What follows belongs to an exercise in optimizing a design on an open flow for small area, a short achievable clock period and few clock cycles; a production flow would make more cautious choices.
No run shown here included a check of the RTL's function; only the layout flow was run.
Power and IR drop assume default switching activity.

==> flow/design.v, too long to show whole: its modules and the start of the top module <==
// module conv_line_buffer: 23 lines
// module conv2d_stream: 6650 lines
// module csa_fa: 10 lines
// module csa_ha: 9 lines
module conv2d_stream
#(
  parameter int IMG_W  = 28,
  parameter int IMG_H  = 28,
  parameter int K      = 3,
  parameter int N_FILT = 4,
  parameter int PIX_W  = cnn_pkg::CNN_PIX_W,
  parameter int WT_W   = 8,
  parameter int OUT_W  = 16,
  parameter int SHIFT  = 4
) (
  input  logic                         clk,
  input  logic                         reset,
  input  logic                         in_valid,
  output logic                         in_ready,
  input  logic [PIX_W-1:0]             in_pix,
  input  logic                         wt_we,
  input  logic [((N_FILT*K*K > 1) ? $clog2(N_FILT*K*K) : 1)-1:0] wt_addr,
  input  logic [WT_W-1:0]              wt_data,
  output logic                         out_valid,
  input  logic                         out_ready,
  output logic [N_FILT*OUT_W-1:0]      out_data,
  output logic                         busy,
  output logic                         frame_done
);
  // ...
==> flow/run.sh <==
#!/bin/bash
# synth_recipe.tcl (not shown) runs the flow's synth.tcl, then flattens the netlist and writes it again
# the make line also repeats each setting of config.mk as NAME=value (left out here)
make -C /OpenROAD-flow-scripts/flow DESIGN_CONFIG=/design/flow/config.mk WORK_HOME=/design/flow/orfs CLKGATE_MAP_FILE= SYNTH_SCRIPT=/design/flow/synth_recipe.tcl finish
==> flow/config.mk <==
export PLATFORM = sky130hd
export DESIGN_NAME = conv2d_stream
export DESIGN_NICKNAME = conv2d_stream
export VERILOG_FILES = /design/flow/design.v
export SDC_FILE = /design/flow/constraint.sdc
export NUM_CORES = 4
export LEC_CHECK = 0
export CAP_MARGIN = 20
export CORE_MARGIN = 2
export CORE_UTILIZATION = 40
export SETUP_SLACK_MARGIN = 5
export SLEW_MARGIN = 20
export SYNTH_HIERARCHICAL = 1
==> flow/constraint.sdc <==
create_clock -name core_clock -period 9.0 [get_ports {clk}]
set_input_delay 1.8000 -clock core_clock [delete_from_list [all_inputs] [get_ports {clk}]]
set_output_delay 1.8000 -clock core_clock [all_outputs]
set_load 0.01 [all_outputs]
==> summary.md, run 1 <==
| Metric | Value |
|---|---|
| Status | `finished clean` |
| Most frequent cells in the layout | `edfxtp_1 (1174), fa_1 (821), buf_4 (651), o22ai_1 (640), xor2_1 (509)` |
| Most common cell in the synthesized netlist | `fa_1` |
| Chip height | `about 500 µm` |
| Final Worst Setup Slack | `4.23 ns` |
| Clock root cell | `clkbuf_16` |
| Maximum VDD drop | `roughly 0.00042 V` |
| Seq_cells | `1293` |
| Max incr delay on CP | `around 0.58 ns` |
| H-tree levels | `4` |
| Post-synth top area cell | `edfxtp_1` |
| Fin area | `122000 µm²` |
| Crit path required time | `~9.6 ns` |
| Synth top area cells | `edfxtp_1 (35%), fa_1 (26%), xor2_1 (5.2%), o22ai_1 (5.1%), xnor2_1 (5.1%)` |
| Worst Setup EP | `bb_f3[31]` |
| Hold_sp | `zr_f2[8]` |
| Ys Warns | `8` |
| Arrival time worst endpoint | `between 5 and 6 ns` |
| Critical path depth | `11` |
| Site Rows | `roughly 180` |
| CTS max path bufs | `3` |
| Met2 wire len | `approximately 170000 µm` |
| Most flop-heavy register | `u_lb.sr` |
| Die width | `503 µm` |
| RSZ-0062 raised after global routing | `true` |
| Post-synth net total | `9697` |
| Sequential power | `11.5 mW` |
| Worst path slowest cell | `fa_2` |
| Boundary pin count | `95` |
| Register area | `about 38000 µm²` |
| GRT Total Usage | `between 20 and 30%` |
| Critical path buffers and inverters | `2` |
| Top flop regs | `u_lb.sr: 464 flops, wt_n: 288 flops` |
| CP Cell Sequence | `clkinvlp_4 -> ha_4 -> inv_6 -> o22ai_4 -> xor2_1 -> fa_2 -> fa_2 -> fa_2 -> fa_2 -> fa_2 -> fa_2` |
| Syn Std Cell Area | `around 100000 µm²` |
| Met3 WL | `35700 µm` |
| Period minus WS final | `about 4.8 ns` |
| Post-layout util | `between 40% and 50%` |
==> inputs of run 2 (changes only) <==
--- a/flow/config.mk
+++ b/flow/config.mk
@@ -9,3 +9,3 @@
 export CORE_MARGIN = 2
-export CORE_UTILIZATION = 40
+export CORE_UTILIZATION = 60
 export SETUP_SLACK_MARGIN = 5
==> run 2 against run 1 <==
Compared with the run above:
- flip-flop and latch count unchanged
- via count up 1.6%
- critical endpoint is now bb_f2[43]
- clock skew down 0.0061 ns
- global-route usage up 10 points
- clock power down 0.9%
- final cell count down 11%
- synthesized area unchanged
- non-clock buffer count down 123
- setup slack better by 0.20 ns
- critical path type unchanged
- largest cell class unchanged
==> summary.md, run 2 <==
| Metric | Value |
|---|---|
| Register area | `37600 µm² (unchanged)` |
| Number of flops mapped to enable cells by yosys | `1174 (unchanged)` |
| Final Worst Setup Slack | `4.43 ns (was 4.23 ns)` |
| Worst-Margin Slew | `1.28 ns (was 1.25 ns)` |
| Met2 Track Usage GR | `58.0% (was 46.1%)` |
| Most flop-heavy register | `u_lb.sr (unchanged)` |
| Post-synth top area cell | `edfxtp_1 (unchanged)` |
| Clk_skew | `0.0526 ns (was 0.0587 ns)` |
| TNS Setup | `0 ns (unchanged)` |
| Latest clock arrival within the worst-skew pair | `0.83 ns (was 0.87 ns)` |
| Gr ovfl total | `0 (unchanged)` |
| Status | `finished clean (unchanged)` |
| Core outline area | `165000 µm² (was 248000 µm²)` |
| Chip height | `411 µm (was 503 µm)` |
| RePlAce Congestion | `1.06 (was 0.975)` |
| Clock transition at path regs | `0.07 ns (about the same)` |
| Arrival time worst endpoint | `5.13 ns (was 5.34 ns)` |
| Number of antenna violations at the first check in global routing | `13 (was 23)` |
| Setup violators final | `0 (unchanged)` |
| Most common cell in the synthesized netlist | `fa_1 (unchanged)` |
| Synth Flop Type | `edfxtp_1 (unchanged)` |
| RSZ-0062 raised after global routing | `true (unchanged)` |
| Fin Hold WS | `0.395 ns (was 0.401 ns)` |
| Type of origin of the critical path | `flop (unchanged)` |
| Clock tree sinks | `1293 (unchanged)` |
| Routed WL | `339000 µm (was 381000 µm)` |
| Site Rows | `149 (was 183)` |
| Period minus WS final | `4.57 ns (was 4.77 ns)` |
| CTS tree | `done (unchanged)` |
| Area of the die | `169000 µm² (was 253000 µm²)` |
| Total leakage power | `46.0 nW (was 46.7 nW)` |
| Max reg flops | `464 (unchanged)` |
| Synth top area cells | `edfxtp_1 (35%), fa_1 (26%), xor2_1 (5.2%), o22ai_1 (5.1%), xnor2_1 (5.1%) (unchanged)` |
| Synth top area share | `35.4% (unchanged)` |
| Max cap viols | `0 (unchanged)` |
| Crit Path Class | `flop to flop (unchanged)` |
| Grt peak-use layer | `met2 (unchanged)` |
| Most frequent cells in the layout | `edfxtp_1 (1174), fa_1 (871), o22ai_1 (655), buf_4 (559), xor2_1 (546) (was edfxtp_1 (1174), fa_1 (821), buf_4 (651), o22ai_1 (640), xor2_1 (509))` |
| Most common cell after layout, fill and taps aside | `edfxtp_1 (unchanged)` |
| Setup crit end kind | `flop (unchanged)` |
| Critical path fanouts, max | `6 (was 5)` |
| Multi-input gate area | `63900 µm² (was 64700 µm²)` |
| Max_slew headroom | `14.5% (was 16.7%)` |
| Die width | `411 µm (was 503 µm)` |
| Post-synthesis area per instance | `12.4 µm² (unchanged)` |
| Initial drt markers | `9789 (was 8099)` |
| Post-synth net total | `9697 (unchanged)` |
| CTS max path bufs | `3 (unchanged)` |
| Hold Buf Count CTS | `0 (unchanged)` |
| Boundary pin count | `95 (unchanged)` |
| Maximum number of pins on one net before global-route repair | `188 (was 172)` |
| Fraction of registers with async set/reset | `0% (unchanged)` |
| Commonest cells post-synth | `fa_1 (1292), edfxtp_1 (1174), o22ai_1 (818), xor2_1 (590), xnor2_1 (575) (unchanged)` |
| Cells after synthesis | `8019 (unchanged)` |
| Hold Fails Final Rpt | `0 (unchanged)` |
| Via count | `70396 (was 69265)` |
| Maximum VDD drop | `0.000547 V (was 0.000420 V)` |
| Top flop regs | `u_lb.sr: 464 flops, wt_n: 288 flops (unchanged)` |
| Ys Warns | `8 (unchanged)` |
| Post-layout util | `72.0% (was 49.2%)` |
| Max Clk Rate | `219 MHz (was 210 MHz)` |
| Cell variety after synth | `81 (unchanged)` |
| Crit path required time | `9.57 ns (was 9.58 ns)` |
| Placement Setup Slack | `3.64 ns (was 3.50 ns)` |
| Synth Register Bits | `1293 (unchanged)` |
| ANT nets after route | `0 (unchanged)` |
| Final HPWL from detailed placement | `244000 µm (was 283000 µm)` |
| H-tree levels | `4 (unchanged)` |
| Cell Pwr Density | `449 nW/µm² (was 437 nW/µm²)` |
| Final nets | `10157 (was 10288)` |
| FILL cells | `10994 (was 21635)` |
| GRT Total Usage | `39.9% (was 29.9%)` |
| PortBufs | `94 (unchanged)` |
| Syn Std Cell Area | `99600 µm² (unchanged)` |
| Final Slew Violations | `0 (unchanged)` |
| Area Overhead vs Synth | `19.2% (was 22.7%)` |
| Vias in the first global route | `69967 (was 70301)` |
| Routing usage on met3 | `10.0% (was 7.37%)` |
| Average detailed-routed wire length per instance | `31.4 µm (was 31.6 µm)` |
| Post-DR vias/cell | `6.52 (was 5.74)` |
| Clock buffer count from CTS | `145 (was 153)` |
| Sequential area share after synthesis | `37.8% (unchanged)` |
| # DRC | `0 (unchanged)` |
| Met1 GRT Util | `54.8% (was 40.2%)` |
| First-pass GRT wire length | `479000 µm (was 529000 µm)` |
| Initial core utilization | `60.4% (was 40.1%)` |
| HP Class | `flop to flop (unchanged)` |
| Clock root cell | `clkbuf_16 (unchanged)` |
| TritonRoute pass-1 iters | `23 (was 6)` |
| Fin crit share | `50.7% (was 52.9%)` |
| Layout cells sized above 1 | `26.7% (was 29.2%)` |
-- run 2: critical path, cell delays in order, from the launching register on --
cell      delay (ns)
edfxtp_1        0.43
buf_6           0.16
buf_4           0.14
a21oi_4         0.17
buf_4           0.17
o22ai_4         0.07
xor2_1          0.24
fa_2            0.54
fa_2            0.38
fa_2            0.54
fa_2            0.47
fa_2            0.56
fa_1            0.41
-- run 2: logic make-up after synthesis --
| family | Yosys count | synth area share [%] |
|---|---|---|
| buffers and inverters | 1007 | 4.06 |
| XOR/XNOR | 1165 | 10.2 |
| AO/OA/AOI/OAI | 1460 | 8.99 |
| flip-flops | 1293 | 37.8 |
| multiplexers | 254 | 2.59 |
| adder cells (fa/ha/maj) | 1653 | 30.5 |
| AND/OR/NAND/NOR | 1187 | 5.85 |
-- run 2: path summary, 6_finish.rpt --
| path | startpoint | to | slack (ns) | cells past startpoint |
|---|---|---|---|---|
| max | wt_n[153] | bb_f2[43] | 4.43 | 12 |
| max reg2reg | wt_n[153] | bb_f2[43] | 4.43 | 12 |
| min reg2reg | zr_f2[10] | bb_f2[70] | 0.39 | 0 |
| min | zr_f2[10] | bb_f2[70] | 0.39 | 0 |
-- run 2: final cells by class --
type / instances / share of cell area [%]
diodes: 14 / 0.0295
clock buffers: 174 / 3.22
clock inverters: 95 / 1.13
inverters: 511 / 1.83
multi-input cells: 5719 / 53.8
flip-flops and latches: 1293 / 31.7
well taps: 2189 / 2.31
repair buffers: 809 / 5.98
-- run 2: metal layers --
metal	vias up	wire length (µm)	share of wire [%]
li1	28967	-	-
met1	35711	128000	38
met2	4656	147000	43
met3	1058	40100	12
met4	4	24900	7.3
met5	-	27	0.0080
-- run 2: power breakdown --
group	leakage [nW]	internal [mW]	total, mW	switching (mW)
Combinational	31.5	15.6	35.4	19.8
Sequential	12.0	10.7	11.5	0.818
Clock	2.47	3.67	6.38	2.71
-- run 2: Yosys stat by module (local to each module, per instance), a selection --
module | cells inside | flip-flops and latches | copies in the design
csa_fa | 1 | 0 | 1224
csa_ha | 1 | 0 | 64
conv2d_stream | 6203 | 829 | 1
-- run 2: what timing repair did --
item,4_1_cts,5_1_grt
gates cloned,1,1
setup endpoints to repair,226,196
buffers inserted,482,105
resized for setup,1051,432
pin swaps,353,263
-- run 2: stage by stage --
stage	std cells	cell area (µm²)	power, mW
after floorplan	8019	100000	33.2
after CTS	10684	116000	52.3
final	10804	119000	53.3
after global placement	9931	103000	43.1
after detailed placement	9932	103000	44.1
after global routing	10790	119000	57.1

afterwards: timing with drivers on the ports:
In the flow no input, the clock included, has a driving cell. The finished layouts below were timed again as built, in two steps.
Step 1: set_driving_cell puts a clkbuf_16 on clk and a buf_2 on each other input, an assumption about the parent block.
Step 2 also shifts input and output timing later by t, the mid clock arrival at the registers, as if the neighbouring blocks saw the same clock.
Slacks: no drivers / after step 1 / after step 2; pairs: no drivers / after step 1.
run | t (ns) | setup WS [ns] | hold slack, ns
run 1 | 0.934 | 4.235 / 4.235 / 4.235 | 0.401 / 0.401 / 0.401
run 2 | 0.893 | 4.434 / 4.434 / 4.431 | 0.395 / 0.395 / 0.395
After both steps every run listed still meets setup and hold. For run 2, which loses most, drivers alone change the setup slack by 0.000 ns; drivers and shift together by -0.003 ns.
